This is an optimization exercise on Yosys and OpenROAD, whose aim is a short achievable clock period and few clock cycles, not a production implementation.
The RTL was checked by simulation tests, not by an equivalence proof against the original design.
Power is estimated from default activity; no workload was simulated.

===== flow/config.mk =====
export PLATFORM = sky130hd
export DESIGN_NAME = mipsCpu
export DESIGN_NICKNAME = mipsCpu
export VERILOG_FILES = /design/flow/design.v
export SDC_FILE = /design/flow/constraint.sdc
export NUM_CORES = 4
export LEC_CHECK = 0
export ABC_CLOCK_PERIOD_IN_PS = 4500
export CAP_MARGIN = 20
export CORE_MARGIN = 2
export CORE_UTILIZATION = 30
export SETUP_SLACK_MARGIN = 5
export SLEW_MARGIN = 20

===== flow/constraint.sdc =====
create_clock -name core_clock -period 12.0 [get_ports {clk}]
set_input_delay 2.4000 -clock core_clock [delete_from_list [all_inputs] [get_ports {clk}]]
set_output_delay 2.4000 -clock core_clock [all_outputs]
set_load 0.01 [all_outputs]

===== flow/design.v =====
package mipsPkg;
    localparam logic [5:0] OP_SPECIAL = 6'd0;
    localparam logic [5:0] OP_REGIMM  = 6'd1;
    localparam logic [5:0] OP_J       = 6'd2;
    localparam logic [5:0] OP_JAL     = 6'd3;
    localparam logic [5:0] OP_BEQ     = 6'd4;
    localparam logic [5:0] OP_BNE     = 6'd5;
    localparam logic [5:0] OP_BLEZ    = 6'd6;
    localparam logic [5:0] OP_BGTZ    = 6'd7;
    localparam logic [5:0] OP_ADDIU   = 6'd9;
    localparam logic [5:0] OP_SLTI    = 6'd10;
    localparam logic [5:0] OP_SLTIU   = 6'd11;
    localparam logic [5:0] OP_ANDI    = 6'd12;
    localparam logic [5:0] OP_ORI     = 6'd13;
    localparam logic [5:0] OP_XORI    = 6'd14;
    localparam logic [5:0] OP_LUI     = 6'd15;
    localparam logic [5:0] OP_LW      = 6'd35;
    localparam logic [5:0] OP_SW      = 6'd43;
    localparam logic [5:0] FN_SLL  = 6'd0;
    localparam logic [5:0] FN_SRL  = 6'd2;
    localparam logic [5:0] FN_SRA  = 6'd3;
    localparam logic [5:0] FN_SLLV = 6'd4;
    localparam logic [5:0] FN_SRLV = 6'd6;
    localparam logic [5:0] FN_SRAV = 6'd7;
    localparam logic [5:0] FN_JR   = 6'd8;
    localparam logic [5:0] FN_JALR = 6'd9;
    localparam logic [5:0] FN_ADDU = 6'd33;
    localparam logic [5:0] FN_SUBU = 6'd35;
    localparam logic [5:0] FN_AND  = 6'd36;
    localparam logic [5:0] FN_OR   = 6'd37;
    localparam logic [5:0] FN_XOR  = 6'd38;
    localparam logic [5:0] FN_SLT  = 6'd42;
    localparam logic [5:0] FN_SLTU = 6'd43;
    localparam logic [4:0] RI_BLTZ = 5'd0;
    localparam logic [4:0] RI_BGEZ = 5'd1;
    localparam logic [1:0] LG_AND  = 2'd0;
    localparam logic [1:0] LG_OR   = 2'd1;
    localparam logic [1:0] LG_XOR  = 2'd2;
    localparam logic [1:0] LG_B    = 2'd3;  
endpackage
module mipsAlu
(
    input  logic [31:0] a,
    input  logic [31:0] b,
    input  logic [4:0]  shamt,
    input  logic [31:0] link,
    input  logic        selArith,
    input  logic        selLogic,
    input  logic        selShift,
    input  logic        selSlt,
    input  logic        selSltu,
    input  logic        selLink,
    input  logic        isSub,
    input  logic [1:0]  logicOp,
    input  logic        shLeft,
    input  logic        shArith,
    input  logic        shVar,
    output logic [31:0] result
);
    logic [31:0] sum;
    logic [31:0] logicRes;
    logic [31:0] shiftRes;
    logic [4:0]  amt;
    logic        lt;
    logic        ltu;
    logic signed [31:0] aSigned;
    logic signed [31:0] bSigned;
    logic signed [32:0] bShift;
    assign aSigned = a;
    assign bSigned = b;
    assign bShift  = {shArith & b[31], b};
    assign sum = isSub ? (a - b) : (a + b);
    always_comb begin
        case (logicOp)
            mipsPkg::LG_AND: logicRes = a & b;
            mipsPkg::LG_OR:  logicRes = a | b;
            mipsPkg::LG_XOR: logicRes = a ^ b;
            default:         logicRes = b;
        endcase
    end
    assign amt = shVar ? a[4:0] : shamt;
    always_comb begin
        if (shLeft) shiftRes = b << amt;
        else        shiftRes = 32'(bShift >>> amt);
    end
    assign lt  = aSigned < bSigned;
    assign ltu = a < b;
    assign result = ({32{selArith}} & sum)
                  | ({32{selLogic}} & logicRes)
                  | ({32{selShift}} & shiftRes)
                  | {31'd0, (selSlt & lt) | (selSltu & ltu)}
                  | ({32{selLink}} & link);
endmodule
module mipsControl
(
    input  logic [31:0] instr,
    output logic        bImm,       
    output logic [31:0] immVal,     
    output logic        selArith,   
    output logic        selLogic,
    output logic        selShift,
    output logic        selSlt,
    output logic        selSltu,
    output logic        selLink,
    output logic        isSub,
    output logic [1:0]  logicOp,
    output logic        shLeft,
    output logic        shArith,
    output logic        shVar,
    output logic        regWrite,
    output logic [4:0]  dst,
    output logic        isLoad,
    output logic        isStore,
    output logic        brEq,
    output logic        brNe,
    output logic        brLez,
    output logic        brGtz,
    output logic        brLtz,
    output logic        brGez,
    output logic        isJ,
    output logic        isJr
);
    logic [5:0] op;
    logic [5:0] funct;
    logic [4:0] rt;
    logic [4:0] rd;
    assign op    = instr[31:26];
    assign funct = instr[5:0];
    assign rt    = instr[20:16];
    assign rd    = instr[15:11];
    logic [4:0] dstRaw;
    logic       wrRaw;
    always_comb begin
        bImm     = 1'b0;
        immVal   = {{16{instr[15]}}, instr[15:0]};
        selArith = 1'b0;
        selLogic = 1'b0;
        selShift = 1'b0;
        selSlt   = 1'b0;
        selSltu  = 1'b0;
        selLink  = 1'b0;
        isSub    = 1'b0;
        logicOp  = mipsPkg::LG_AND;
        shLeft   = 1'b0;
        shArith  = 1'b0;
        shVar    = 1'b0;
        wrRaw    = 1'b0;
        dstRaw   = rt;
        isLoad   = 1'b0;
        isStore  = 1'b0;
        brEq     = 1'b0;
        brNe     = 1'b0;
        brLez    = 1'b0;
        brGtz    = 1'b0;
        brLtz    = 1'b0;
        brGez    = 1'b0;
        isJ      = 1'b0;
        isJr     = 1'b0;
        case (op)
            mipsPkg::OP_SPECIAL: begin
                dstRaw = rd;
                wrRaw  = 1'b1;
                case (funct)
                    mipsPkg::FN_SLL:  begin selShift = 1'b1; shLeft = 1'b1; end
                    mipsPkg::FN_SRL:  selShift = 1'b1;
                    mipsPkg::FN_SRA:  begin selShift = 1'b1; shArith = 1'b1; end
                    mipsPkg::FN_SLLV: begin selShift = 1'b1; shLeft = 1'b1; shVar = 1'b1; end
                    mipsPkg::FN_SRLV: begin selShift = 1'b1; shVar = 1'b1; end
                    mipsPkg::FN_SRAV: begin selShift = 1'b1; shArith = 1'b1; shVar = 1'b1; end
                    mipsPkg::FN_ADDU: selArith = 1'b1;
                    mipsPkg::FN_SUBU: begin selArith = 1'b1; isSub = 1'b1; end
                    mipsPkg::FN_AND:  begin selLogic = 1'b1; logicOp = mipsPkg::LG_AND; end
                    mipsPkg::FN_OR:   begin selLogic = 1'b1; logicOp = mipsPkg::LG_OR; end
                    mipsPkg::FN_XOR:  begin selLogic = 1'b1; logicOp = mipsPkg::LG_XOR; end
                    mipsPkg::FN_SLT:  selSlt = 1'b1;
                    mipsPkg::FN_SLTU: selSltu = 1'b1;
                    mipsPkg::FN_JR: begin
                        isJr  = 1'b1;
                        wrRaw = 1'b0;
                    end
                    mipsPkg::FN_JALR: begin
                        isJr    = 1'b1;
                        selLink = 1'b1;
                    end
                    default: wrRaw = 1'b0;
                endcase
            end
            mipsPkg::OP_REGIMM: begin
                case (rt)
                    mipsPkg::RI_BLTZ: brLtz = 1'b1;
                    mipsPkg::RI_BGEZ: brGez = 1'b1;
                    default: ;
                endcase
            end
            mipsPkg::OP_J: isJ = 1'b1;
            mipsPkg::OP_JAL: begin
                isJ     = 1'b1;
                selLink = 1'b1;
                dstRaw  = 5'd31;
                wrRaw   = 1'b1;
            end
            mipsPkg::OP_BEQ:  brEq  = 1'b1;
            mipsPkg::OP_BNE:  brNe  = 1'b1;
            mipsPkg::OP_BLEZ: brLez = 1'b1;
            mipsPkg::OP_BGTZ: brGtz = 1'b1;
            mipsPkg::OP_ADDIU: begin
                bImm = 1'b1; wrRaw = 1'b1; selArith = 1'b1;
            end
            mipsPkg::OP_SLTI: begin
                bImm = 1'b1; wrRaw = 1'b1; selSlt = 1'b1;
            end
            mipsPkg::OP_SLTIU: begin
                bImm = 1'b1; wrRaw = 1'b1; selSltu = 1'b1;
            end
            mipsPkg::OP_ANDI: begin
                bImm = 1'b1; wrRaw = 1'b1; selLogic = 1'b1; logicOp = mipsPkg::LG_AND;
                immVal = {16'd0, instr[15:0]};
            end
            mipsPkg::OP_ORI: begin
                bImm = 1'b1; wrRaw = 1'b1; selLogic = 1'b1; logicOp = mipsPkg::LG_OR;
                immVal = {16'd0, instr[15:0]};
            end
            mipsPkg::OP_XORI: begin
                bImm = 1'b1; wrRaw = 1'b1; selLogic = 1'b1; logicOp = mipsPkg::LG_XOR;
                immVal = {16'd0, instr[15:0]};
            end
            mipsPkg::OP_LUI: begin
                bImm = 1'b1; wrRaw = 1'b1; selLogic = 1'b1; logicOp = mipsPkg::LG_B;
                immVal = {instr[15:0], 16'd0};
            end
            mipsPkg::OP_LW: begin
                bImm = 1'b1; wrRaw = 1'b1; selArith = 1'b1; isLoad = 1'b1;
            end
            mipsPkg::OP_SW: begin
                bImm = 1'b1; selArith = 1'b1; isStore = 1'b1;
            end
            default: ;
        endcase
    end
    assign regWrite = wrRaw && (dstRaw != 5'd0);
    assign dst      = dstRaw;
endmodule
module mipsRegFile (
    input  logic        clk,
    input  logic        reset,
    input  logic [4:0]  rsAddr,
    input  logic [4:0]  rtAddr,
    input  logic [4:0]  writeAddr,
    input  logic        writeEnable,
    input  logic [31:0] writeData,
    output logic [31:0] rsData,
    output logic [31:0] rtData
);
    logic [31:0] regs [1:31];
    always_ff @(posedge clk) begin
        for (int i = 1; i < 32; i++) begin
            if (reset) regs[i] <= 32'd0;
            else if (writeEnable && (writeAddr == 5'(i))) regs[i] <= writeData;
        end
    end
    always_comb begin
        rsData = 32'd0;
        rtData = 32'd0;
        for (int i = 1; i < 32; i++) begin
            if (rsAddr == 5'(i)) rsData = regs[i];
            if (rtAddr == 5'(i)) rtData = regs[i];
        end
    end
endmodule
module mipsPcUnit
#(
    parameter logic [31:0] resetAddress = 32'hBFC00000
) (
    input  logic        clk,
    input  logic        reset,
    input  logic        taken,
    input  logic [31:0] target,
    output logic [31:0] pc,
    output logic [31:0] pcPlus4
);
    assign pcPlus4 = pc + 32'd4;
    always_ff @(posedge clk) begin
        if (reset)      pc <= resetAddress;
        else if (taken) pc <= target;
        else            pc <= pcPlus4;
    end
endmodule
module mipsCpu
#(
    parameter logic [31:0] resetAddress = 32'hBFC00000
) (
    input  logic        clk,
    input  logic        reset,
    output logic [31:0] instrAddr,
    input  logic [31:0] instr,
    output logic [31:0] dataAddr,
    output logic [31:0] dataWriteData,
    output logic        dataRead,
    output logic        dataWrite,
    input  logic [31:0] dataReadData
);
    logic resetQ;
    always_ff @(posedge clk) resetQ <= reset;
    logic [31:0] pcF;
    logic [31:0] pcPlus4F;
    logic [4:0]  rsF;
    logic [4:0]  rtF;
    logic        bImmF;
    logic [31:0] immF;
    logic        selArithF, selLogicF, selShiftF, selSltF, selSltuF, selLinkF;
    logic        isSubF;
    logic [1:0]  logicOpF;
    logic        shLeftF, shArithF, shVarF;
    logic        regWriteF;
    logic [4:0]  dstF;
    logic        isLoadF, isStoreF;
    logic        brEqF, brNeF, brLezF, brGtzF, brLtzF, brGezF, isJF, isJrF;
    assign rsF = instr[25:21];
    assign rtF = instr[20:16];
    mipsControl mipsControl_i (
        .instr    (instr),
        .bImm     (bImmF),
        .immVal   (immF),
        .selArith (selArithF),
        .selLogic (selLogicF),
        .selShift (selShiftF),
        .selSlt   (selSltF),
        .selSltu  (selSltuF),
        .selLink  (selLinkF),
        .isSub    (isSubF),
        .logicOp  (logicOpF),
        .shLeft   (shLeftF),
        .shArith  (shArithF),
        .shVar    (shVarF),
        .regWrite (regWriteF),
        .dst      (dstF),
        .isLoad   (isLoadF),
        .isStore  (isStoreF),
        .brEq     (brEqF),
        .brNe     (brNeF),
        .brLez    (brLezF),
        .brGtz    (brGtzF),
        .brLtz    (brLtzF),
        .brGez    (brGezF),
        .isJ      (isJF),
        .isJr     (isJrF)
    );
    logic [31:0] resM;
    logic [31:0] sdM;
    logic [4:0]  dstM;
    logic        wrM;
    logic        loadM;
    logic        storeM;
    logic [31:0] resultM;
    assign resultM = loadM ? dataReadData : resM;
    logic [31:0] rfRs;
    logic [31:0] rfRt;
    mipsRegFile mipsRegFile_i (
        .clk         (clk),
        .reset       (resetQ),
        .rsAddr      (rsF),
        .rtAddr      (rtF),
        .writeAddr   (dstM),
        .writeEnable (wrM),
        .writeData   (resultM),
        .rsData      (rfRs),
        .rtData      (rfRt)
    );
    logic [31:0] rsValF;
    logic [31:0] rtValF;
    assign rsValF = (wrM && dstM == rsF) ? resultM : rfRs;
    assign rtValF = (wrM && dstM == rtF) ? resultM : rfRt;
    logic [31:0] aE, bE, sdE;
    logic        fwdAluA, fwdLdA, fwdAluB, fwdLdB, fwdAluSd, fwdLdSd;
    logic [4:0]  shamtE;
    logic [15:0] offE;
    logic [25:0] idxE;
    logic        selArithE, selLogicE, selShiftE, selSltE, selSltuE, selLinkE;
    logic        isSubE;
    logic [1:0]  logicOpE;
    logic        shLeftE, shArithE, shVarE;
    logic        wrE;
    logic [4:0]  dstE;
    logic        loadE, storeE;
    logic        brEqE, brNeE, brLezE, brGtzE, brLtzE, brGezE, isJE, isJrE;
    logic matchRsE, matchRtE;
    assign matchRsE = wrE && (dstE == rsF);
    assign matchRtE = wrE && (dstE == rtF);
    always_ff @(posedge clk) begin
        aE       <= rsValF;
        bE       <= bImmF ? immF : rtValF;
        sdE      <= rtValF;
        fwdAluA  <= matchRsE && !loadE;
        fwdLdA   <= matchRsE && loadE;
        fwdAluB  <= matchRtE && !loadE && !bImmF;
        fwdLdB   <= matchRtE && loadE && !bImmF;
        fwdAluSd <= matchRtE && !loadE;
        fwdLdSd  <= matchRtE && loadE;
        shamtE   <= instr[10:6];
        offE     <= instr[15:0];
        idxE     <= instr[25:0];
        selArithE <= selArithF;
        selLogicE <= selLogicF;
        selShiftE <= selShiftF;
        selSltE   <= selSltF;
        selSltuE  <= selSltuF;
        selLinkE  <= selLinkF;
        isSubE    <= isSubF;
        logicOpE  <= logicOpF;
        shLeftE   <= shLeftF;
        shArithE  <= shArithF;
        shVarE    <= shVarF;
        dstE      <= dstF;
        if (resetQ) begin
            wrE    <= 1'b0;
            loadE  <= 1'b0;
            storeE <= 1'b0;
            brEqE  <= 1'b0;
            brNeE  <= 1'b0;
            brLezE <= 1'b0;
            brGtzE <= 1'b0;
            brLtzE <= 1'b0;
            brGezE <= 1'b0;
            isJE   <= 1'b0;
            isJrE  <= 1'b0;
        end else begin
            wrE    <= regWriteF;
            loadE  <= isLoadF;
            storeE <= isStoreF;
            brEqE  <= brEqF;
            brNeE  <= brNeF;
            brLezE <= brLezF;
            brGtzE <= brGtzF;
            brLtzE <= brLtzF;
            brGezE <= brGezF;
            isJE   <= isJF;
            isJrE  <= isJrF;
        end
    end
    logic [31:0] a, b, sd;
    assign a  = fwdLdA  ? dataReadData : (fwdAluA  ? resM : aE);
    assign b  = fwdLdB  ? dataReadData : (fwdAluB  ? resM : bE);
    assign sd = fwdLdSd ? dataReadData : (fwdAluSd ? resM : sdE);
    logic [31:0] resE;
    mipsAlu mipsAlu_i (
        .a        (a),
        .b        (b),
        .shamt    (shamtE),
        .link     (pcPlus4F),
        .selArith (selArithE),
        .selLogic (selLogicE),
        .selShift (selShiftE),
        .selSlt   (selSltE),
        .selSltu  (selSltuE),
        .selLink  (selLinkE),
        .isSub    (isSubE),
        .logicOp  (logicOpE),
        .shLeft   (shLeftE),
        .shArith  (shArithE),
        .shVar    (shVarE),
        .result   (resE)
    );
    logic        eq, aZero, taken;
    logic [31:0] target;
    assign eq    = (a == b);
    assign aZero = (a == 32'd0);
    assign taken = isJE || isJrE
                || (brEqE && eq) || (brNeE && !eq)
                || (brLezE && (a[31] || aZero)) || (brGtzE && !a[31] && !aZero)
                || (brLtzE && a[31]) || (brGezE && !a[31]);
    always_comb begin
        if (isJrE)     target = a;
        else if (isJE) target = {pcF[31:28], idxE, 2'b00};
        else           target = pcF + {{14{offE[15]}}, offE, 2'b00};
    end
    mipsPcUnit #(
        .resetAddress (resetAddress)
    ) mipsPcUnit_i (
        .clk     (clk),
        .reset   (resetQ),
        .taken   (taken),
        .target  (target),
        .pc      (pcF),
        .pcPlus4 (pcPlus4F)
    );
    always_ff @(posedge clk) begin
        resM <= resE;
        sdM  <= sd;
        dstM <= dstE;
        if (resetQ) begin
            wrM    <= 1'b0;
            loadM  <= 1'b0;
            storeM <= 1'b0;
        end else begin
            wrM    <= wrE;
            loadM  <= loadE;
            storeM <= storeE;
        end
    end
    assign instrAddr     = pcF;
    assign dataAddr      = resM;
    assign dataWriteData = sdM;
    assign dataRead      = loadM;
    assign dataWrite     = storeM && !reset && !resetQ;
endmodule

===== flow/run.sh =====
#!/bin/bash
# synth_recipe.tcl (not shown) runs the flow's synth.tcl, then flattens the netlist and writes it again
# the make line also repeats each setting of config.mk as NAME=value (left out here)
make -C /OpenROAD-flow-scripts/flow DESIGN_CONFIG=/design/flow/config.mk WORK_HOME=/design/flow/orfs CLKGATE_MAP_FILE= SYNTH_SCRIPT=/design/flow/synth_recipe.tcl finish

==> results of run 1 <==
layer usage:
layer	global-route usage, %	routed length [µm]	up-vias	share of wire, %
li1	-	-	31681	-
met1	37.74	140400	34977	40
met2	41.37	144900	5172	41
met3	7.362	42520	1052	12
met4	15.25	22740	36	6.5
met5	0	284	-	0.081
path summary, 6_finish.rpt:
path                                        from                   to  cells past startpoint
worst min-delay path                     dstE[2]              dstM[2]                      0
worst min register to register           dstE[2]              dstM[2]                      0
worst max register to register           fwdAluA  mipsPcUnit_i.pc[26]                     14
worst max-delay path            dataReadData[28]  mipsPcUnit_i.pc[26]                     14
cells in the final DEF (no fill, tap or decap), drive strengths merged, types with 30 or more instances in the layout:
| cell type | n |
|---|---|
| buf | 250 |
| xnor2 | 45 |
| a31oi | 65 |
| dfxtp | 1253 |
| inv | 153 |
| nand2 | 478 |
| o21a | 59 |
| nand3 | 188 |
| o22a | 48 |
| mux2 | 82 |
| o221ai | 88 |
| mux4 | 36 |
| ha | 126 |
| a22o | 35 |
| nand4 | 47 |
| nor2 | 1445 |
| a21oi | 392 |
| and3 | 53 |
| clkdlybuf4s50 | 153 |
| a22oi | 220 |
| o21ai | 428 |
| mux2i | 368 |
| o31ai | 30 |
| nor3 | 105 |
| nor2b | 37 |
| xor2 | 45 |
| a221oi | 85 |
| a222oi | 35 |
| clkbuf | 191 |
| o22ai | 219 |
| o211ai | 68 |
| nand2b | 42 |
| clkinv | 41 |
| a21o | 36 |
| a211oi | 1070 |
synthesized netlist by cell type (45+ instances only):
cell type and number:
sky130_fd_sc_hd__a211oi_1 1067, sky130_fd_sc_hd__a21oi_1 388, sky130_fd_sc_hd__a221oi_1 83, sky130_fd_sc_hd__a22oi_1 220, sky130_fd_sc_hd__a31oi_1 64, sky130_fd_sc_hd__and3_1 53, sky130_fd_sc_hd__buf_2 120, sky130_fd_sc_hd__clkbuf_1 646
sky130_fd_sc_hd__dfxtp_1 1253, sky130_fd_sc_hd__ha_1 126, sky130_fd_sc_hd__inv_1 145, sky130_fd_sc_hd__mux2_2 70, sky130_fd_sc_hd__mux2i_1 354, sky130_fd_sc_hd__nand2_1 478, sky130_fd_sc_hd__nand3_1 187, sky130_fd_sc_hd__nand4_1 47
sky130_fd_sc_hd__nor2_1 1440, sky130_fd_sc_hd__nor3_1 97, sky130_fd_sc_hd__o211ai_1 68, sky130_fd_sc_hd__o21a_1 58, sky130_fd_sc_hd__o21ai_0 401, sky130_fd_sc_hd__o221ai_1 86, sky130_fd_sc_hd__o22a_1 48, sky130_fd_sc_hd__o22ai_1 219
sky130_fd_sc_hd__xnor2_1 45, sky130_fd_sc_hd__xor2_1 45
cells by family (layout without fill, tap and decap cells):
family | after synthesis | after routing | share of synthesized area [%]
AOI/OAI and AO/OA | 3107 | 3107 | 31.06
and+or+nand+nor | 2575 | 2575 | 16.04
DFF | 1253 | 1253 | 35.76
buffers and inverters | 987 | 808 | 5.792
muxes | 486 | 486 | 7.880
adders and majority gates | 129 | 129 | 2.333
xor gates and xnor gates | 90 | 90 | 1.124
other | 0 | 11 | 0
state kept, by name, indices dropped and copies added, names as in the netlist, 2 cells and up:
signal              flops
mipsRegFile_i.regs    992
aE                     32
bE                     32
mipsPcUnit_i.pc        32
resM                   32
sdE                    32
sdM                    32
idxE                   26
dstE                    5
dstM                    5
logicOpE                2
where the power goes:
part / leakage (nW) / internal, mW / total, mW / switching, mW
registers: 10.1 / 4.24 / 4.36 / 0.112
logic: 13.9 / 0.577 / 1.89 / 1.32
clock network: 2.44 / 2.72 / 4.70 / 1.99
total: 26.5 / 7.54 / 11.0 / 3.42
worst register-to-register path, cell delays in order (launching register included):
cell	delay [ps]
sky130_fd_sc_hd__dfxtp_2	630
sky130_fd_sc_hd__buf_4	570
sky130_fd_sc_hd__mux2i_1	170
sky130_fd_sc_hd__o21ai_0	460
sky130_fd_sc_hd__inv_1	280
sky130_fd_sc_hd__ha_1	470
sky130_fd_sc_hd__or3_1	460
sky130_fd_sc_hd__nor4_2	710
sky130_fd_sc_hd__a41oi_1	330
sky130_fd_sc_hd__a211oi_4	690
sky130_fd_sc_hd__and2b_1	280
sky130_fd_sc_hd__mux2i_4	80
sky130_fd_sc_hd__buf_4	280
sky130_fd_sc_hd__and3_1	280
sky130_fd_sc_hd__a32oi_1	190
cell type report:
type / instances / share of cell area (%)
well taps: 3043 / 4.770
clock buffers: 189 / 5.013
clock inverters: 67 / 1.204
inverters: 147 / 0.6914
multi-input cells: 6387 / 52.34
diodes: 11 / 0.03449
repair buffers: 405 / 4.496
flip-flops and latches: 1253 / 31.45
==> summary.md, run 1 <==
| Metric | Value |
|---|---|
| Post-synth top area cell | sky130_fd_sc_hd__dfxtp_1 |
| Antenna Nets Post-Route | 0 |
| Run status | timing/DRC/antenna clean |
| Proportion of netlist area held by the largest area contributor | ~36% |
| Post-synthesis cell count | 8627 |
| Element type at the critical path end | flip-flop |
| Final core utilization | about a third |
| Pwr per Cell Area | ~140 mW/mm² |
| Dominant delay contributor by cell family on the critical path | simple AND/OR/NAND/NOR gates |
| Residual DRC count | 0 |
| Global-route wire length before repair | approximately 500000 µm |
| Setup violators final | 0 |
| Final global-route overflow total | 0 |
| Setup repair after global routing missed its margin | no |
| Total Neg Setup Slack | 0 ps |
| Drt wl/cell | 30.50 µm |
| H-tree levels | 4 |
| Final weighted congestion in routability-driven placement | 1.055 |
| Area growth from synthesis to final layout | 13.79% |
| Slowest CP cell | sky130_fd_sc_hd__nor4_2 |
| Maximum net fanout on the critical path | 30 |
| # resized after CTS | 0 |
| Final HPWL from detailed placement | ~250000 µm |
| Total I/O pin count | around 160 |
| Post-synthesis instance area | between 0.07 and 0.08 mm² |
| Number of hold violations in the final report | 0 |
| Width of the die | a little under 500 µm |
| Avg Vias per Cell | approximately 6.3 |
| Pre-CTS setup slack | 4429 ps |
| Share of cells above drive strength 1 | under 10% |
| Die area | 0.2377 mm² |
| Clock latency at the later pin of the worst-skew pair | ~820 ps |
| Quantity of hold-fixing buffers added after cts | 0 |
| Routed Wire Length | approximately 350000 µm |
| Final Max Tran Viols | 0 |
| Average instance area after synthesis | between 8 and 9 µm² |
| Total power after layout | approximately 11 mW |
| Fin Hold WS | about 400 ps |
| Placed instance count | about 11k |
| CTS tree | yes |
| Vias | about 73k |
| Seq cells post-synth | between 1k and 1.5k |
| Maximum number of pins on one net before global-route repair | 222 |
| Most frequently used flop master after synthesis | sky130_fd_sc_hd__dfxtp_1 |
| Max-cap violation count | 0 |
| Worst path bufs/invs | 3 |
| Worst slew margin relative to its limit | 17.52% |
| Layout filler cell count | approximately 24k |
| Part of the cycle the worst path needs | roughly 55% |
| Cell types with the largest area share after synthesis | sky130_fd_sc_hd__dfxtp_1 36%, sky130_fd_sc_hd__a211oi_1 11%, sky130_fd_sc_hd__nor2_1 7.7%, sky130_fd_sc_hd__mux2i_1 5.1%, sky130_fd_sc_hd__clkbuf_1 3.5% |
| Iteration-0 DRC count of the detailed router | around 11k |
| Net count after synthesis | ~8.8k |
| Maximum clock frequency | about 150 MHz |
| Die H | around 490 µm |
| Total CTS buffers | around 140 |
| Static Leakage | between 20 and 30 nW |
| Number of library cell types mapped by synthesis | 112 |
| Number of buffers inserted by port buffering | between 150 and 200 |
| Launching element type of the critical path | primary input |
| Arrival time reported for the critical path endpoint | 7330 ps |
| Number of enable flip-flop cells after synthesis | 0 |
| Net total in the final layout | 8528 |
| Count of TritonRoute iterations in the first routing pass | 7 |
| Share of synthesized area occupied by flip-flops and latches | 35.76% |
| Slew @ Worst Pin | between 1000 and 1500 ps |
| Skew final | roughly 55 ps |
| Sequential cell area in the final layout | around 0.025 mm² |
| Non-Filler Instances | approximately 12k |
| Delay of the slowest cell on the worst path | approximately 700 ps |
| Maximum ir drop on the vdd rail | 0.0001279 V |
| Effective utilization at floorplan | a little over 30% |
| R2r setup slk | 6030 ps |
| Area taken by multi-input logic gates | 0.04177 mm² |
| Placed Area | 0.07467 mm² |
| Worst Slack Setup Final | ~5400 ps |
| Summed area of non-filler cells in the final layout | around 0.08 mm² |
| Ys Warns | 6 |
| Synth async-reset ratio | 0% |
| Clock root buffer | sky130_fd_sc_hd__clkbuf_16 |
| Clock transition at the registers of the reported paths | roughly 60 ps |
| Setup bufs post-CTS | 0 |
| Critical path class | primary input to flip-flop |
| Number of antenna violations at the first check in global routing | 37 |
| Global-route total usage across every layer | around 28% |
| Worst hold path class | flip-flop to flip-flop |
| Min cycle time layout | 6624 ps |
| Count of clock tree sinks | 1253 |
| Cell Chain, Critical Path | clkdlybuf4s50_1, nand2_1, o21ai_0, inv_1, ha_1, or3_1, nor4_2, a41oi_1, a211oi_4, and2b_1, mux2i_4, buf_4, and3_1, a32oi_1 |
| Vias in the first global route | 66.91k |
| Required time at the endpoint of the critical path | ~13000 ps |
| Maximum clock path buffer count | 3 |
| Number of rows in the core area | ~180 |
| Standard cell core area | between 0.2 and 0.25 mm² |
Testbench counts, summed over its fixed seeds: cycles 58,741.
==> run 2, diff against run 1 <==
==> flow/flow/run.sh (new file) <==
#!/bin/bash
set -euo pipefail
MARGIN=${MARGIN:-7.5}
bash standard.sh synth > synth.log 2>&1
bash standard.sh SETUP_SLACK_MARGIN=$MARGIN finish > layout.log 2>&1
==> flow/standard.sh (new file) <==
#!/bin/bash
# synth_recipe.tcl (not shown) runs the flow's synth.tcl, then flattens the netlist and writes it again
# the make line also repeats each setting of config.mk as NAME=value (left out here)
make -C /OpenROAD-flow-scripts/flow DESIGN_CONFIG=/design/flow/config.mk WORK_HOME=/design/flow/orfs CLKGATE_MAP_FILE= SYNTH_SCRIPT=/design/flow/synth_recipe.tcl "${@:-finish}"
removed: flow/run.sh
==> summary.md, run 2 <==
| Metric | Value |
|---|---|
| Seq cells post-synth | approximately 1.3k |
| Slowest CP cell | sky130_fd_sc_hd__buf_2 |
| Terminating pin of the worst hold path | dstM[1] |
| Clock transition at the registers of the reported paths | approximately 60 ps |
| Antenna Nets Post-Route | 0 |
| Maximum ir drop on the vdd rail | between 0.0001 and 0.00015 V |
| Maximum clock frequency | between 150 and 200 MHz |
| Maximum number of pins on one net before global-route repair | roughly 190 |
| Global-route wire length before repair | 523200 µm |
| Pwr per Cell Area | 131.8 mW/mm² |
| Top reg by flops | mipsRegFile_i.regs |
| Count of clock tree sinks | between 1k and 1.5k |
| Number of rows in the core area | roughly 180 |
| Setup repair after global routing missed its margin | yes |
| R2r setup slk | approximately 7200 ps |
| Worst Slack Setup Final | a little under 7000 ps |
| Average instance area after synthesis | around 8.1 µm² |
| Drt wl/cell | 31.93 µm |
| Post-synthesis instance area | between 0.07 and 0.08 mm² |
| Pre-CTS setup slack | ~4800 ps |
| Residual DRC count | 0 |
| Area growth from synthesis to final layout | 25.31% |
| Part of the cycle the worst path needs | about 43% |
| Final HPWL from detailed placement | 259100 µm |
| Final Max Tran Viols | 0 |
| Net total in the final layout | roughly 9k |
| Total Neg Setup Slack | 0 ps |
| Post-synth top area cell | sky130_fd_sc_hd__dfxtp_1 |
| Final global-route overflow total | 0 |
| Number of buffers inserted by port buffering | 163 |
| Max-cap violation count | 0 |
| Required time at the endpoint of the critical path | 9600 ps |
| Number of cell instances on the worst register-to-register path | 15 |
| Net count after synthesis | 8822 |
| Number of antenna violations at the first check in global routing | 25 |
| Number of hold violations in the final report | 0 |
| Standard cell core area | between 0.2 and 0.25 mm² |
| Vias in the first global route | about 68k |
| Launching element type of the critical path | primary input |
| Switching part of the total | between 30% and 40% |
| Setup violators final | 0 |
| Vias | around 76k |
| Startpoint of the lowest-slack register-to-register path | fwdLdB |
| Effective utilization at floorplan | 30.16% |
| Total I/O pin count | 164 |
| Min cycle time layout | ~5200 ps |
| Element type at the critical path end | primary output |
| Share of synthesized area occupied by flip-flops and latches | 35.76% |
| Worst hold path class | flip-flop to flip-flop |
| Synth async-reset ratio | 0% |
| Share of cells above drive strength 1 | roughly a fifth |
| Arrival time reported for the critical path endpoint | roughly 2800 ps |
| Cell types with the largest area share after synthesis | sky130_fd_sc_hd__dfxtp_1 36%, sky130_fd_sc_hd__a211oi_1 11%, sky130_fd_sc_hd__nor2_1 7.7%, sky130_fd_sc_hd__mux2i_1 5.1%, sky130_fd_sc_hd__clkbuf_1 3.5% |
| Commonest non-fill, non-tap cell in the layout | sky130_fd_sc_hd__nor2_1 |
| Logic gate share of total power | approximately a fifth |
| Clock latency at the later pin of the worst-skew pair | around 820 ps |
| Clock power share | between 40% and 50% |
| Total CTS buffers | 142 |
| Run status | timing/DRC/antenna clean |
| Count of TritonRoute iterations in the first routing pass | 9 |
| Maximum clock path buffer count | 3 |
| Die H | 487.5 µm |
| Most frequent cell after synthesis | sky130_fd_sc_hd__nor2_1 |
| Proportion of netlist area held by the largest area contributor | a little over a third |
| Worst slew margin relative to its limit | approximately 15% |
| Total power after layout | between 10 and 15 mW |
| Global-route total usage across every layer | between 20% and 30% |
| Number of library cell types mapped by synthesis | 112 |
| Internal Dissipation | roughly 7.9 mW |
| Worst hold path stage count | 0 |
| Maximum net fanout on the critical path | 2 |
| Delay of the slowest cell on the worst path | roughly 160 ps |
| Most frequently used flop master after synthesis | sky130_fd_sc_hd__dfxtp_1 |
| Startpoint of the worst hold path | dstE[1] |
| Width of the die | slightly below 500 µm |
| Cell Chain, Critical Path | buf_6, nor3b_4, buf_2 |
| Post-synthesis cell count | around 8.6k |
| Static Leakage | approximately 30 nW |
| Most frequent cells in the layout | 1366 x sky130_fd_sc_hd__nor2_1, 1226 x sky130_fd_sc_hd__dfxtp_1, 1048 x sky130_fd_sc_hd__a211oi_1, 427 x sky130_fd_sc_hd__nand2_1, 426 x sky130_fd_sc_hd__buf_4 |
| Ranking of synthesized cells by instance count | 1440 x sky130_fd_sc_hd__nor2_1, 1253 x sky130_fd_sc_hd__dfxtp_1, 1067 x sky130_fd_sc_hd__a211oi_1 |
| Final weighted congestion in routability-driven placement | around 1.0 |
| Skew final | 60.97 ps |
| Seq pwr share | 37.7% |
| Clock root buffer | sky130_fd_sc_hd__clkbuf_16 |
| Number of enable flip-flop cells after synthesis | 0 |
| Iteration-0 DRC count of the detailed router | around 12k |
| H-tree levels | 4 |
| Max reg flops | between 900 and 1k |
| Avg Vias per Cell | about 6.4 |
| Ys Warns | 6 |
| CTS tree | yes |
| End of the worst register-to-register path | resM[28] |
| Slew @ Worst Pin | between 1000 and 1500 ps |
| Net switching power | about 3.7 mW |
| Die area | between 0.2 and 0.25 mm² |
| Final core utilization | ~38% |
| Routed Wire Length | ~380000 µm |
| Critical path class | primary input to primary output |
==> run 2: how the worst max path moves through the flow <==
stage                     slack, ps  cells after the start              from                  end
final                          6800                      3             reset            dataWrite
after CTS                      6770                      3             reset            dataWrite
after detailed placement       4770                     14  dataReadData[28]  mipsPcUnit_i.pc[26]
after global placement         4750                     14  dataReadData[28]  mipsPcUnit_i.pc[26]
after floorplan                6970                     14   dataReadData[0]             resM[28]
after global routing           6780                      3             reset            dataWrite
==> run 2: per-stage QoR <==
stage / cell area [µm²] / hold WS, ps / cells
final: 87890 / 391.3 / 11834
after global routing: 87860 / 408.1 / 11824
after CTS: 85110 / 398.8 / 11685
after detailed placement: 75120 / 384.0 / 11242
after global placement: 75110 / 394.6 / 11240
after floorplan: 70610 / 373.0 / 8627
==> run 2: power by group through the flow <==
stage	combinational [mW]	sequential, mW	clock (mW)
after floorplan	1.11	4.38	0
after global placement	1.86	4.45	0
after detailed placement	1.86	4.45	0
after CTS	2.20	4.36	4.78
after global routing	2.52	4.36	4.94
final	2.46	4.37	4.76
==> run 2: worst max-delay path, delay by kind of cell <==
family	cells	cell delay, ps
buffers and inverters	2	260
and+or+nand+nor	1	150
==> run 2: kinds of logic after synthesis <==
| logic type | count (synthesis) | share of synthesized area [%] |
|---|---|---|
| xor gates and xnor gates | 90 | 1.124 |
| DFF | 1253 | 35.76 |
| AOI/OAI and AO/OA | 3107 | 31.06 |
| and+or+nand+nor | 2575 | 16.04 |
| buffers and inverters | 987 | 5.792 |
| adders and majority gates | 129 | 2.333 |
| muxes | 486 | 7.880 |
==> run 2: timing repair <==
action	4_1_cts	5_1_grt
setup endpoints to repair	250	227
hold buffers	0	0
pin swaps	144	163
resized for setup	863	329
gates cloned	22	6
buffers inserted	167	130
==> run 2: routing by layer <==
| metal | wire length, µm | part of all wire (%) | track usage, % |
|---|---|---|---|
| met5 | 133 | 0.035 | 0 |
| met4 | 29180 | 7.7 | 18.49 |
| met1 | 145300 | 38 | 38.52 |
| met3 | 45780 | 12 | 7.890 |
| met2 | 157400 | 42 | 44.48 |
==> run 2: layout make-up <==
cell class,instances,area [µm²]
sequential,1253,25120
multi-input combinational,6388,45550
tap,3043,3807
clock inverter,56,964.7
timing repair buffer,739,7740
antenna,10,25.02
inverter,147,589.3
fill,23397,144600
clock buffer,198,4086
==> run 3, diff against run 2 <==
--- a/flow/design.v
+++ b/flow/design.v
@@ -490,16 +490,15 @@
         if (resetQ) begin
             wrM    <= 1'b0;
             loadM  <= 1'b0;
-            storeM <= 1'b0;
         end else begin
             wrM    <= wrE;
             loadM  <= loadE;
-            storeM <= storeE;
         end
+        storeM <= storeE && !resetQ && !reset;
     end
     assign instrAddr     = pcF;
     assign dataAddr      = resM;
     assign dataWriteData = sdM;
     assign dataRead      = loadM;
-    assign dataWrite     = storeM && !reset && !resetQ;
+    assign dataWrite     = storeM && !reset;
 endmodule
==> summary.md, run 3 <==
| Metric | Value |
|---|---|
| Most frequent cell after synthesis | sky130_fd_sc_hd__nor2_1 |
| H-tree levels | 4 |
| Post-synthesis cell count | a little under 9k |
| Layout filler cell count | between 20k and 25k |
| Most frequently used flop master after synthesis | sky130_fd_sc_hd__dfxtp_1 |
| Clock power share | between 30% and 40% |
| Required time at the endpoint of the critical path | roughly 13000 ps |
| Total CTS buffers | approximately 150 |
| R2r setup slk | approximately 7000 ps |
| Avg Vias per Cell | ~6.5 |
| Post-synth top area cell | sky130_fd_sc_hd__dfxtp_1 |
| Commonest non-fill, non-tap cell in the layout | sky130_fd_sc_hd__nor2_1 |
| Part of the cycle the worst path needs | 43.20% |
| Cell Chain, Critical Path | buf_12, nand2_4, o21a_4, inv_4, ha_4, fa_2, a211oi_4, o21ai_2, a21o_1, o21ai_2, o21ai_2, xnor2_1, a222oi_1, nand2_1 |
| Setup repair after global routing missed its margin | yes |
| Number of hold violations in the final report | 0 |
| Worst hold path class | flip-flop to flip-flop |
| Pwr per Cell Area | around 130 mW/mm² |
| Routed Wire Length | 406100 µm |
| Final global-route overflow total | 0 |
| Clock transition at the registers of the reported paths | about 60 ps |
| Synth async-reset ratio | 0% |
| Post-synthesis instance area | roughly 0.070 mm² |
| Share of synthesized area occupied by flip-flops and latches | between 30% and 40% |
| Area growth from synthesis to final layout | 32.58% |
| Average instance area after synthesis | 7.994 µm² |
| Die area | between 0.2 and 0.25 mm² |
| Slowest CP cell | sky130_fd_sc_hd__a222oi_1 |
| Seq cells post-synth | ~1.3k |
| Drt wl/cell | about 33 µm |
| Die H | 486.8 µm |
| Switching part of the total | about a third |
| Net switching power | between 3 and 4 mW |
| Worst hold path stage count | 0 |
| Pre-CTS setup slack | between 4000 and 5000 ps |
| Vias in the first global route | approximately 70k |
| Number of enable flip-flop cells after synthesis | 0 |
| Proportion of netlist area held by the largest area contributor | 35.87% |
| Net count after synthesis | a little under 9k |
| Cell mode on critical path | sky130_fd_sc_hd__o21ai_2 |
| Dominant delay contributor by cell family on the critical path | compound AO/OA/AOI/OAI gates |
| Non-Filler Instances | around 12k |
| Number of library cell types mapped by synthesis | 90 |
| Logic depth of the worst setup path including buffers | 14 |
| Static Leakage | around 32 nW |
| Number of antenna violations at the first check in global routing | 35 |
| Final HPWL from detailed placement | 251400 µm |
| Antenna Nets Post-Route | 0 |
| Sequential cell area in the final layout | ~0.025 mm² |
| Critical path class | primary input to flip-flop |
| Most frequent cells in the layout | 1445 x sky130_fd_sc_hd__nor2_1, 1230 x sky130_fd_sc_hd__dfxtp_1, 1060 x sky130_fd_sc_hd__a211oi_1, 553 x sky130_fd_sc_hd__buf_4, 413 x sky130_fd_sc_hd__nand2_1 |
| Maximum clock path buffer count | 3 |
| Fin Hold WS | around 400 ps |
| Share of cells above drive strength 1 | 22.96% |
| Worst slew margin relative to its limit | 12.38% |
| Skew final | between 60 and 70 ps |
| Width of the die | just under 500 µm |
| Max-cap violation count | 0 |
| Arrival time reported for the critical path endpoint | approximately 5800 ps |
| Top reg by flops | mipsRegFile_i.regs |
| Launching element type of the critical path | primary input |
| Final Max Tran Viols | 0 |
| Total I/O pin count | around 160 |
| Maximum clock frequency | a little under 200 MHz |
| Global-route total usage across every layer | a little under a third |
| Count of TritonRoute iterations in the first routing pass | 7 |
| Number of cell instances on the worst register-to-register path | 13 |
| Max reg flops | approximately 1000 |
| Number of rows in the core area | about 180 |
| CTS tree | yes |
| Vias | 78.91k |
| Logic gate share of total power | 23.8% |
| Iteration-0 DRC count of the detailed router | between 10k and 15k |
| Maximum net fanout on the critical path | 4 |
| Slew @ Worst Pin | around 1300 ps |
| Setup violators final | 0 |
| Min cycle time layout | 5185 ps |
| Count of clock tree sinks | roughly 1.3k |
| Final weighted congestion in routability-driven placement | 1.026 |
| Summed area of non-filler cells in the final layout | just over 0.09 mm² |
| Net total in the final layout | slightly above 9k |
| Cell types with the largest area share after synthesis | sky130_fd_sc_hd__dfxtp_1 36%, sky130_fd_sc_hd__a211oi_1 12%, sky130_fd_sc_hd__nor2_1 8.3%, sky130_fd_sc_hd__mux2i_1 5.3%, sky130_fd_sc_hd__clkbuf_1 3.8% |
| Area taken by multi-input logic gates | 0.04710 mm² |
| Delay of the slowest cell on the worst path | 1120 ps |
| Total power after layout | about 12 mW |
| Worst path bufs/invs | 2 |
| Seq pwr share | 36.6% |
| Ranking of synthesized cells by instance count | 1542 x sky130_fd_sc_hd__nor2_1, 1253 x sky130_fd_sc_hd__dfxtp_1, 1076 x sky130_fd_sc_hd__a211oi_1 |
| Run status | timing/DRC/antenna clean |
| Clock latency at the later pin of the worst-skew pair | around 860 ps |
| Internal Dissipation | approximately 8.0 mW |
| Number of buffers inserted by port buffering | between 150 and 200 |
| Maximum number of pins on one net before global-route repair | between 200 and 250 |
| Maximum ir drop on the vdd rail | ~0.00016 V |
| Worst Slack Setup Final | roughly 7000 ps |
| Residual DRC count | 0 |
| Placed instance count | roughly 11k |
| Element type at the critical path end | flip-flop |
| Global-route wire length before repair | around 550000 µm |
| Total Neg Setup Slack | 0 ps |
| Clock root buffer | sky130_fd_sc_hd__clkbuf_16 |
| Standard cell core area | roughly 0.23 mm² |
| Effective utilization at floorplan | between 30% and 40% |
| Ys Warns | 6 |
| Placed Area | approximately 0.075 mm² |
| Final core utilization | approximately 40% |
run 3: metal layers:
| layer | vias up | share of wire [%] | track usage (%) | wire [µm] |
|---|---|---|---|---|
| met5 | - | 0.036 | 0 | 145 |
| met4 | 22 | 9.0 | 22.35 | 36690 |
| met3 | 1734 | 13 | 9.044 | 52010 |
| met2 | 6312 | 41 | 46.92 | 167400 |
| met1 | 37719 | 37 | 40.11 | 149900 |
| li1 | 33123 | - | - | - |
run 3: final cells by class:
cell class / count / share of cell area [%]
antenna: 21 / 0.05668
clock buffer: 213 / 4.651
clock inverter: 45 / 0.6316
inverter: 150 / 0.6424
multi-input combinational: 6479 / 50.80
sequential: 1253 / 27.10
tap: 3043 / 4.107
timing repair buffer: 992 / 12.01
run 3: repair_timing:
| item | in CTS | in global routing |
|---|---|---|
| pin swaps | 240 | 314 |
| gates resized for setup | 1122 | 495 |
| hold buffers | 0 | 0 |
| buffers inserted | 319 | 188 |
| cloned | 37 | 22 |
| endpoints found under the setup margin | 172 | 155 |
run 3: worst register-to-register path, stage by stage, from the launching register on:
cell,delay [ps]
sky130_fd_sc_hd__dfxtp_2,490
sky130_fd_sc_hd__buf_4,520
sky130_fd_sc_hd__mux2i_1,580
sky130_fd_sc_hd__o21a_4,250
sky130_fd_sc_hd__inv_2,80
sky130_fd_sc_hd__fa_2,400
sky130_fd_sc_hd__a211oi_4,280
sky130_fd_sc_hd__o21ai_2,100
sky130_fd_sc_hd__a21o_1,200
sky130_fd_sc_hd__o21ai_2,220
sky130_fd_sc_hd__o21ai_2,90
sky130_fd_sc_hd__xnor2_1,170
sky130_fd_sc_hd__a222oi_1,1120
sky130_fd_sc_hd__nand2_1,280
run 3: path summary, 6_finish.rpt:
path,startpoint,endpoint
max,dataReadData[0],resM[12]
max reg2reg,fwdAluA,resM[12]
min,dstE[3],dstM[3]
min reg2reg,dstE[3],dstM[3]
run 3: cell families after synthesis:
logic type      Yosys count  synth area share, %
fa+ha+maj               129                2.340
mux                     512                8.200
compound gates         3171                31.14
xor+xnor                 95                1.190
buf+inv                1019                5.731
simple gates           2568                15.53
flops                  1253                35.87
run 3: power groups by stage:
stage                     logic, mW  clock network (mW)  registers [mW]
after detailed placement       1.94                   0            4.43
after floorplan                1.16                   0            4.38
final                          2.83                4.69            4.34
after global routing           2.88                4.87            4.34
after global placement         1.94                   0            4.43
after CTS                      2.47                4.70            4.33
Testbench counts of run 3, summed over its fixed seeds: cycles 58,741.
==> run 4, diff against run 3 <==
--- a/flow/design.v
+++ b/flow/design.v
@@ -43,13 +43,11 @@
     input  logic [31:0] a,
     input  logic [31:0] b,
     input  logic [4:0]  shamt,
-    input  logic [31:0] link,
     input  logic        selArith,
     input  logic        selLogic,
     input  logic        selShift,
     input  logic        selSlt,
     input  logic        selSltu,
-    input  logic        selLink,
     input  logic        isSub,
     input  logic [1:0]  logicOp,
     input  logic        shLeft,
@@ -88,8 +86,7 @@
     assign result = ({32{selArith}} & sum)
                   | ({32{selLogic}} & logicRes)
                   | ({32{selShift}} & shiftRes)
-                  | {31'd0, (selSlt & lt) | (selSltu & ltu)}
-                  | ({32{selLink}} & link);
+                  | {31'd0, (selSlt & lt) | (selSltu & ltu)};
 endmodule
 module mipsControl
 (
@@ -273,6 +270,7 @@
 ) (
     input  logic        clk,
     input  logic        reset,
+    input  logic        hold,
     input  logic        taken,
     input  logic [31:0] target,
     output logic [31:0] pc,
@@ -281,6 +279,7 @@
     assign pcPlus4 = pc + 32'd4;
     always_ff @(posedge clk) begin
         if (reset)      pc <= resetAddress;
+        else if (hold)  pc <= pc;
         else if (taken) pc <= target;
         else            pc <= pcPlus4;
     end
@@ -302,7 +301,6 @@
     logic resetQ;
     always_ff @(posedge clk) resetQ <= reset;
     logic [31:0] pcF;
-    logic [31:0] pcPlus4F;
     logic [4:0]  rsF;
     logic [4:0]  rtF;
     logic        bImmF;
@@ -353,6 +351,8 @@
     logic        storeM;
     logic [31:0] resultM;
     assign resultM = loadM ? dataReadData : resM;
+    logic [31:0] resW;
+    always_ff @(posedge clk) resW <= resultM;
     logic [31:0] rfRs;
     logic [31:0] rfRt;
     mipsRegFile mipsRegFile_i (
@@ -366,16 +366,14 @@
         .rsData      (rfRs),
         .rtData      (rfRt)
     );
-    logic [31:0] rsValF;
-    logic [31:0] rtValF;
-    assign rsValF = (wrM && dstM == rsF) ? resultM : rfRs;
-    assign rtValF = (wrM && dstM == rtF) ? resultM : rfRt;
     logic [31:0] aE, bE, sdE;
-    logic        fwdAluA, fwdLdA, fwdAluB, fwdLdB, fwdAluSd, fwdLdSd;
+    logic        fwdLdA, fwdAluA, fwdWA;
+    logic        fwdLdB, fwdAluB, fwdWB;
+    logic        fwdLdSd, fwdAluSd, fwdWSd;
     logic [4:0]  shamtE;
     logic [15:0] offE;
     logic [25:0] idxE;
-    logic        selArithE, selLogicE, selShiftE, selSltE, selSltuE, selLinkE;
+    logic        selArithE, selLogicE, selShiftE, selSltE, selSltuE;
     logic        isSubE;
     logic [1:0]  logicOpE;
     logic        shLeftE, shArithE, shVarE;
@@ -383,35 +381,47 @@
     logic [4:0]  dstE;
     logic        loadE, storeE;
     logic        brEqE, brNeE, brLezE, brGtzE, brLtzE, brGezE, isJE, isJrE;
-    logic matchRsE, matchRtE;
+    logic matchRsE, matchRtE, matchRsM, matchRtM;
     assign matchRsE = wrE && (dstE == rsF);
     assign matchRtE = wrE && (dstE == rtF);
+    assign matchRsM = wrM && (dstM == rsF);
+    assign matchRtM = wrM && (dstM == rtF);
+    logic bRtF;
+    assign bRtF = !bImmF && !selLinkF;
+    logic stall;
+    assign stall = loadE
+                && (((brEqF || brNeF || brLezF || brGtzF || brLtzF || brGezF || isJrF) && matchRsE)
+                 || ((brEqF || brNeF) && matchRtE));
     always_ff @(posedge clk) begin
-        aE       <= rsValF;
-        bE       <= bImmF ? immF : rtValF;
-        sdE      <= rtValF;
-        fwdAluA  <= matchRsE && !loadE;
+        aE       <= rfRs;
+        if (selLinkF)   bE <= pcF + 32'd8;  
+        else if (bImmF) bE <= immF;
+        else            bE <= rfRt;
+        sdE      <= rfRt;
         fwdLdA   <= matchRsE && loadE;
-        fwdAluB  <= matchRtE && !loadE && !bImmF;
-        fwdLdB   <= matchRtE && loadE && !bImmF;
-        fwdAluSd <= matchRtE && !loadE;
+        fwdAluA  <= matchRsE && !loadE;
+        fwdWA    <= matchRsM && !matchRsE;
+        fwdLdB   <= bRtF && matchRtE && loadE;
+        fwdAluB  <= bRtF && matchRtE && !loadE;
+        fwdWB    <= bRtF && matchRtM && !matchRtE;
         fwdLdSd  <= matchRtE && loadE;
+        fwdAluSd <= matchRtE && !loadE;
+        fwdWSd   <= matchRtM && !matchRtE;
         shamtE   <= instr[10:6];
         offE     <= instr[15:0];
         idxE     <= instr[25:0];
         selArithE <= selArithF;
-        selLogicE <= selLogicF;
+        selLogicE <= selLogicF || selLinkF;
         selShiftE <= selShiftF;
         selSltE   <= selSltF;
         selSltuE  <= selSltuF;
-        selLinkE  <= selLinkF;
         isSubE    <= isSubF;
-        logicOpE  <= logicOpF;
+        logicOpE  <= selLinkF ? mipsPkg::LG_B : logicOpF;
         shLeftE   <= shLeftF;
         shArithE  <= shArithF;
         shVarE    <= shVarF;
         dstE      <= dstF;
-        if (resetQ) begin
+        if (resetQ || stall) begin
             wrE    <= 1'b0;
             loadE  <= 1'b0;
             storeE <= 1'b0;
@@ -437,22 +447,24 @@
             isJrE  <= isJrF;
         end
     end
+    logic [31:0] aReg, bReg, sdReg;
     logic [31:0] a, b, sd;
-    assign a  = fwdLdA  ? dataReadData : (fwdAluA  ? resM : aE);
-    assign b  = fwdLdB  ? dataReadData : (fwdAluB  ? resM : bE);
-    assign sd = fwdLdSd ? dataReadData : (fwdAluSd ? resM : sdE);
+    assign aReg  = fwdAluA  ? resM : (fwdWA  ? resW : aE);
+    assign bReg  = fwdAluB  ? resM : (fwdWB  ? resW : bE);
+    assign sdReg = fwdAluSd ? resM : (fwdWSd ? resW : sdE);
+    assign a  = fwdLdA  ? dataReadData : aReg;
+    assign b  = fwdLdB  ? dataReadData : bReg;
+    assign sd = fwdLdSd ? dataReadData : sdReg;
     logic [31:0] resE;
     mipsAlu mipsAlu_i (
         .a        (a),
         .b        (b),
         .shamt    (shamtE),
-        .link     (pcPlus4F),
         .selArith (selArithE),
         .selLogic (selLogicE),
         .selShift (selShiftE),
         .selSlt   (selSltE),
         .selSltu  (selSltuE),
-        .selLink  (selLinkE),
         .isSub    (isSubE),
         .logicOp  (logicOpE),
         .shLeft   (shLeftE),
@@ -462,22 +474,24 @@
     );
     logic        eq, aZero, taken;
     logic [31:0] target;
-    assign eq    = (a == b);
-    assign aZero = (a == 32'd0);
+    assign eq    = (aReg == bReg);
+    assign aZero = (aReg == 32'd0);
     assign taken = isJE || isJrE
                 || (brEqE && eq) || (brNeE && !eq)
-                || (brLezE && (a[31] || aZero)) || (brGtzE && !a[31] && !aZero)
-                || (brLtzE && a[31]) || (brGezE && !a[31]);
+                || (brLezE && (aReg[31] || aZero)) || (brGtzE && !aReg[31] && !aZero)
+                || (brLtzE && aReg[31]) || (brGezE && !aReg[31]);
     always_comb begin
-        if (isJrE)     target = a;
+        if (isJrE)     target = aReg;
         else if (isJE) target = {pcF[31:28], idxE, 2'b00};
         else           target = pcF + {{14{offE[15]}}, offE, 2'b00};
     end
+    logic [31:0] pcPlus4F;
     mipsPcUnit #(
         .resetAddress (resetAddress)
     ) mipsPcUnit_i (
         .clk     (clk),
         .reset   (resetQ),
+        .hold    (stall),
         .taken   (taken),
         .target  (target),
         .pc      (pcF),
==> summary.md, run 4 <==
| Metric | Value |
|---|---|
| H-tree levels | 4 |
| Slew @ Worst Pin | between 1000 and 1500 ps |
| XOR/XNOR share of the synthesized area | approximately 1.6% |
| Cell types with the largest area share after synthesis | sky130_fd_sc_hd__dfxtp_1 36%, sky130_fd_sc_hd__a211oi_1 11%, sky130_fd_sc_hd__nor2_1 7.9%, sky130_fd_sc_hd__mux2i_1 5.2%, sky130_fd_sc_hd__clkbuf_1 3.8% |
| Maximum net fanout on the critical path | 2 |
| Clock transition at the registers of the reported paths | around 70 ps |
| Critical path class | primary input to primary output |
| Worst slew margin relative to its limit | between 10 and 15% |
| Post-synthesis cell count | 8946 |
| Routed Wire Length | 383200 µm |
| Proportion of netlist area held by the largest area contributor | 35.99% |
| Global-route wire length before repair | 533000 µm |
| Net total in the final layout | between 9k and 10k |
| Maximum clock path buffer count | 3 |
| Most frequent cells in the layout | 1425 x sky130_fd_sc_hd__nor2_1, 1242 x sky130_fd_sc_hd__dfxtp_1, 1037 x sky130_fd_sc_hd__a211oi_1, 469 x sky130_fd_sc_hd__nand2_1, 436 x sky130_fd_sc_hd__buf_4 |
| Post-Synth Simple-Gate Area | 15.57% |
| Seq pwr share | between 30% and 40% |
| Max-cap violation count | 0 |
| Ranking of synthesized cells by instance count | 1516 x sky130_fd_sc_hd__nor2_1, 1287 x sky130_fd_sc_hd__dfxtp_1, 1051 x sky130_fd_sc_hd__a211oi_1 |
| Count of TritonRoute iterations in the first routing pass | 11 |
| Part of the cycle the worst path needs | 42.44% |
| Die area | 0.2426 mm² |
| Top reg by flops | mipsRegFile_i.regs |
| Number of hold violations in the final report | 0 |
| Adder-cell area share of the yosys netlist | 2.303% |
| Launching element type of the critical path | primary input |
| Clock root buffer | sky130_fd_sc_hd__clkbuf_16 |
| Seq cells post-synth | 1287 |
| Final Max Tran Viols | 0 |
| Skew final | ~45 ps |
| Met2 track demand over resource | between 40% and 50% |
| Largest family of logic cells by synthesized area | compound AO/OA/AOI/OAI gates |
| Min cycle time layout | a little over 5000 ps |
| Iteration-0 DRC count of the detailed router | 12.50k |
| Clock power share | roughly two fifths |
| Share of synthesized area occupied by flip-flops and latches | between 30% and 40% |
| Share of cells above drive strength 1 | about a fifth |
| Clock latency at the later pin of the worst-skew pair | between 800 and 900 ps |
| Average instance area after synthesis | 8.003 µm² |
| Final HPWL from detailed placement | 248900 µm |
| Avg Vias per Cell | 6.385 |
| Number of enable flip-flop cells after synthesis | 0 |
| Post-synthesis instance area | a little over 0.07 mm² |
| Ys Warns | 6 |
| Final weighted congestion in routability-driven placement | around 1 |
| Drt wl/cell | 31.17 µm |
| Effective utilization at floorplan | between 30% and 40% |
| Most frequently used flop master after synthesis | sky130_fd_sc_hd__dfxtp_1 |
| Logic gate share of total power | roughly 22% |
| Quantity of hold-fixing buffers added after cts | 0 |
| Count of clock tree sinks | around 1.3k |
| CTS tree | yes |
| Number of buffers inserted by port buffering | around 160 |
| Run status | timing/DRC/antenna clean |
| Total I/O pin count | between 150 and 200 |
| Number of library cell types mapped by synthesis | 94 |
| Most frequent cell after synthesis | sky130_fd_sc_hd__nor2_1 |
| Die H | between 400 and 500 µm |
| Internal Dissipation | 8.048 mW |
| Switching part of the total | 31.86% |
| Vias | 78.48k |
| Total CTS buffers | roughly 140 |
| Area fraction in compound gates after synthesis | just over 30% |
| Width of the die | 492.5 µm |
| Setup violators final | 0 |
| Area growth from synthesis to final layout | 27.25% |
| Vias in the first global route | 70.78k |
| Commonest non-fill, non-tap cell in the layout | sky130_fd_sc_hd__nor2_1 |
| Max reg flops | between 900 and 1k |
| Required time at the endpoint of the critical path | 9600 ps |
| Net switching power | 3.763 mW |
| Static Leakage | between 30 and 40 nW |
| Arrival time reported for the critical path endpoint | around 2700 ps |
| Total Neg Setup Slack | 0 ps |
| Maximum ir drop on the vdd rail | around 0.00011 V |
| Most heavily used metal layer in global routing | met2 |
| Net count after synthesis | between 9k and 10k |
| Setup repair after global routing missed its margin | yes |
| Maximum clock frequency | between 150 and 200 MHz |
| Fin Hold WS | 412.1 ps |
| M3 GR Usage | 9.235% |
| Number of antenna violations at the first check in global routing | 25 |
| Antenna Nets Post-Route | 0 |
| Global-route total usage across every layer | 29.65% |
| Total power after layout | 11.81 mW |
| Pwr per Cell Area | ~130 mW/mm² |
| Post-synth top area cell | sky130_fd_sc_hd__dfxtp_1 |
| Met1 usage in global routing | a little under two fifths |
| Worst hold path class | flip-flop to flip-flop |
| Mux contribution to synthesized area | 8.020% |
| Standard cell core area | 0.2376 mm² |
| Maximum number of pins on one net before global-route repair | approximately 200 |
| Number of rows in the core area | 179 |
| Final global-route overflow total | 0 |
| Synth async-reset ratio | 0% |
| Residual DRC count | 0 |
| Element type at the critical path end | primary output |
run 4: changes by cell type after synthesis, sizes merged, moves of 23 or more:
cell | previous run | this run
nand2 | 471 | 522
a221oi | 86 | 128
inv | 149 | 191
dfxtp | 1253 | 1287
a221o | 20 | 51
a21oi | 449 | 422
nor2 | 1544 | 1517
clkbuf | 709 | 735
a211oi | 1076 | 1051
buf | 160 | 137
nor3 | 122 | 145
or3 | 14 | 37
run 4: routing by layer:
layer / part of all wire [%] / vias up
li1: - / 33381
met1: 38 / 37444
met2: 41 / 6109
met3: 13 / 1523
met4: 7.8 / 22
met5: 0.087 / -
run 4: cell type report:
cell class	instances	area [µm²]
inverters	195	757.0
flip-flops and latches	1287	25830
fillers	23693	146500
multi-input cells	6596	46930
well taps	3167	3963
clock inverters	56	744.5
repair buffers	784	8690
clock buffers	201	4172
diodes	6	15.01
run 4: timing repair:
item	4_1_cts	5_1_grt
buffers inserted	192	130
gates resized for setup	910	438
cloned	30	12
setup endpoints to repair	198	122
pin swaps	151	217
run 4: final timing paths:
path,slack (ps),from,cells after the start,to
setup / recovery,6910,reset,3,dataWrite
hold reg to reg,410,dstE[0],0,dstM[0]
setup reg to reg,7470,fwdWB,17,resM[0]
hold / removal,410,dstE[0],0,dstM[0]
run 4: cell families after synthesis:
| kind of cell | Yosys count |
|---|---|
| xor gates and xnor gates | 128 |
| AOI/OAI and AO/OA | 3174 |
| adders and majority gates | 130 |
| buffers and inverters | 1067 |
| and+or+nand+nor | 2636 |
| muxes | 524 |
| DFF | 1287 |
run 4: worst max-delay path, cell delays in order:
cell	delay [ps]
sky130_fd_sc_hd__buf_8	100
sky130_fd_sc_hd__nor2b_4	90
sky130_fd_sc_hd__buf_6	100
run 4: power groups by stage:
stage / sequential [mW] / clock (mW) / combinational (mW)
after global placement: 4.53 / 0 / 1.95
after global routing: 4.45 / 4.90 / 2.70
final: 4.44 / 4.72 / 2.65
after detailed placement: 4.53 / 0 / 1.96
after CTS: 4.44 / 4.71 / 2.33
after floorplan: 4.50 / 0 / 1.17
run 4: stage by stage:
| stage | setup slack [ps] | instances | util [%] | cell area [µm²] |
|---|---|---|---|---|
| detailed placement | 4890 | 11661 | 32.50 | 77220 |
| CTS | 6904 | 12140 | 36.92 | 87740 |
| global route | 6893 | 12287 | 38.33 | 91090 |
| global placement | 4924 | 11658 | 32.46 | 77140 |
| finish | 6907 | 12292 | 38.34 | 91100 |
| floorplan | 6930 | 8946 | - | 72520 |
Testbench counts of run 4, summed over its fixed seeds: cycles 58,762.
==> run 5, diff against run 4 <==
--- a/flow/config.mk
+++ b/flow/config.mk
@@ -8,6 +8,6 @@
 export ABC_CLOCK_PERIOD_IN_PS = 4500
 export CAP_MARGIN = 20
 export CORE_MARGIN = 2
-export CORE_UTILIZATION = 30
+export CORE_UTILIZATION = 45
 export SETUP_SLACK_MARGIN = 5
 export SLEW_MARGIN = 20
==> summary.md, run 5 <==
| Metric | Value |
|---|---|
| Final weighted congestion in routability-driven placement | between 1 and 1.5 |
| Area growth from synthesis to final layout | 23.51% |
| Maximum net fanout on the critical path | 2 |
| Global-route total usage across every layer | about 43% |
| Effective utilization at floorplan | approximately 45% |
| Final HPWL from detailed placement | 248200 µm |
| Min cycle time layout | just over 5000 ps |
| Post-synth top area cell | sky130_fd_sc_hd__dfxtp_1 |
| Vias in the first global route | 70.84k |
| Startpoint of the lowest-slack register-to-register path | fwdWA |
| Number of enable flip-flop cells after synthesis | 0 |
| Avg Vias per Cell | about 7.0 |
| Worst hold path class | flip-flop to flip-flop |
| Width of the die | 402.9 µm |
| H-tree levels | 4 |
| Most frequent cell after synthesis | sky130_fd_sc_hd__nor2_1 |
| Clock transition at the registers of the reported paths | 60 ps |
| Total I/O pin count | approximately 160 |
| Die area | between 0.15 and 0.2 mm² |
| Ranking of synthesized cells by instance count | 1516 x sky130_fd_sc_hd__nor2_1, 1287 x sky130_fd_sc_hd__dfxtp_1, 1051 x sky130_fd_sc_hd__a211oi_1 |
| Required time at the endpoint of the critical path | between 9000 and 10000 ps |
| Drt wl/cell | between 30 and 40 µm |
| Run status | timing/DRC/antenna clean |
| Cell types with the largest area share after synthesis | sky130_fd_sc_hd__dfxtp_1 36%, sky130_fd_sc_hd__a211oi_1 11%, sky130_fd_sc_hd__nor2_1 7.9%, sky130_fd_sc_hd__mux2i_1 5.2%, sky130_fd_sc_hd__clkbuf_1 3.8% |
| R2r setup slk | about 7300 ps |
| Number of rows in the core area | 146 |
| Count of clock tree sinks | between 1k and 1.5k |
| Part of the cycle the worst path needs | 42.55% |
| Share of cells above drive strength 1 | between 10% and 20% |
| Number of buffers inserted by port buffering | roughly 160 |
| Critical path class | primary input to primary output |
| Count of TritonRoute iterations in the first routing pass | 15 |
| Launching element type of the critical path | primary input |
| Setup violators final | 0 |
| Pwr per Cell Area | between 100 and 150 mW/mm² |
| Static Leakage | 30.74 nW |
| Skew final | 53.02 ps |
| Highest metal layer used by the detailed router | met5 |
| Seq cells post-synth | roughly 1.3k |
| Slowest CP cell | sky130_fd_sc_hd__buf_8 |
| Post-synthesis cell count | about 8.9k |
| Net total in the final layout | between 9k and 10k |
| Number of library cell types mapped by synthesis | 94 |
| Global-route wire length before repair | between 500000 and 600000 µm |
| Synth async-reset ratio | 0% |
| Arrival time reported for the critical path endpoint | 2710 ps |
| Element type at the critical path end | primary output |
| Vias | slightly below 80k |
| Post-synthesis instance area | 0.07159 mm² |
| Maximum clock path buffer count | 3 |
| Startpoint of the worst hold path | dstE[0] |
| Most frequent cells in the layout | 1429 x sky130_fd_sc_hd__nor2_1, 1259 x sky130_fd_sc_hd__dfxtp_1, 1034 x sky130_fd_sc_hd__a211oi_1, 479 x sky130_fd_sc_hd__nand2_1, 393 x sky130_fd_sc_hd__buf_4 |
| Worst path bufs/invs | 2 |
| Average instance area after synthesis | about 8.0 µm² |
| Number of antenna violations at the first check in global routing | 12 |
| Share of synthesized area occupied by flip-flops and latches | a little over a third |
| Cell Chain, Critical Path | buf_8, nor2b_4, buf_6 |
| Delay of the slowest cell on the worst path | around 100 ps |
| Setup repair after global routing missed its margin | yes |
| Routed length on met1 | between 100000 and 150000 µm |
| WL met3 | ~44000 µm |
| Slew @ Worst Pin | roughly 1300 ps |
| Clock latency at the later pin of the worst-skew pair | between 800 and 900 ps |
| Top reg by flops | mipsRegFile_i.regs |
| Ys Warns | 6 |
| Standard cell core area | 0.1582 mm² |
| Residual DRC count | 0 |
| Final Max Tran Viols | 0 |
| Clock root buffer | sky130_fd_sc_hd__clkbuf_16 |
| Source of the critical timing path | reset |
| Net count after synthesis | just over 9k |
-- run 5: cell counts after synthesis --
Identical to the previous run, type by type.
-- run 5: what timing repair did --
| item | 4_1_cts | 5_1_grt |
|---|---|---|
| pin swaps | 129 | 218 |
| buffers inserted | 144 | 120 |
| resized for setup | 837 | 363 |
| cloned | 25 | 16 |
| endpoints found under the setup margin | 192 | 124 |
-- run 5: cell type report --
class / count / area, µm²
sequential: 1287 / 25800
inverter: 195 / 765.7
fill: 14388 / 69770
antenna: 5 / 12.51
clock inverter: 56 / 755.7
multi-input combinational: 6604 / 46510
clock buffer: 201 / 4192
timing repair buffer: 720 / 7795
tap: 2072 / 2592
-- run 5: metal layers --
metal  track usage, %  vias to the layer above
met4            33.56                        6
met5                0                        -
li1                 -                    33289
met2            65.95                     6041
met3            10.85                     1804
met1            52.66                    36697
-- run 5: where the power goes --
part	internal [mW]	switching, mW	leakage [nW]
sequential	4.36	0.0925	10.4
clock	2.70	2.00	2.42
combinational	0.932	1.57	17.9
total	8.00	3.66	30.7
-- run 5: worst paths after layout --
| kind | depth (start not counted) | to |
|---|---|---|
| worst max-delay path | 3 | dataWrite |
| worst min-delay path | 0 | dstM[0] |
| worst max register to register | 16 | resM[15] |
| worst min register to register | 0 | dstM[0] |
-- run 5: cell families after synthesis --
| kind of cell | synth area share [%] |
|---|---|
| AO/OA/AOI/OAI | 30.74 |
| XOR/XNOR | 1.566 |
| adder cells (fa/ha/maj) | 2.303 |
| buffers and inverters | 5.818 |
| flip-flops | 35.99 |
| multiplexers | 8.020 |
| AND/OR/NAND/NOR | 15.57 |
-- run 5: through the flow --
stage	hold WS, ps	instance area [µm²]	total power [mW]
2_1_floorplan	373.0	72520	5.668
4_1_cts	409.3	85460	11.37
3_3_place_gp	395.5	75780	6.438
6_report	406.0	88430	11.66
3_5_place_dp	395.5	75870	6.451
5_1_grt	416.8	88410	11.90

Setup slack of run 5, layout unchanged: 6.895 ns with ideal ports, 6.857 ns with driving cells assumed (clock clkbuf_16, inputs buf_2), 6.146 ns with port delays also shifted by the 0.883 ns mid clock arrival.
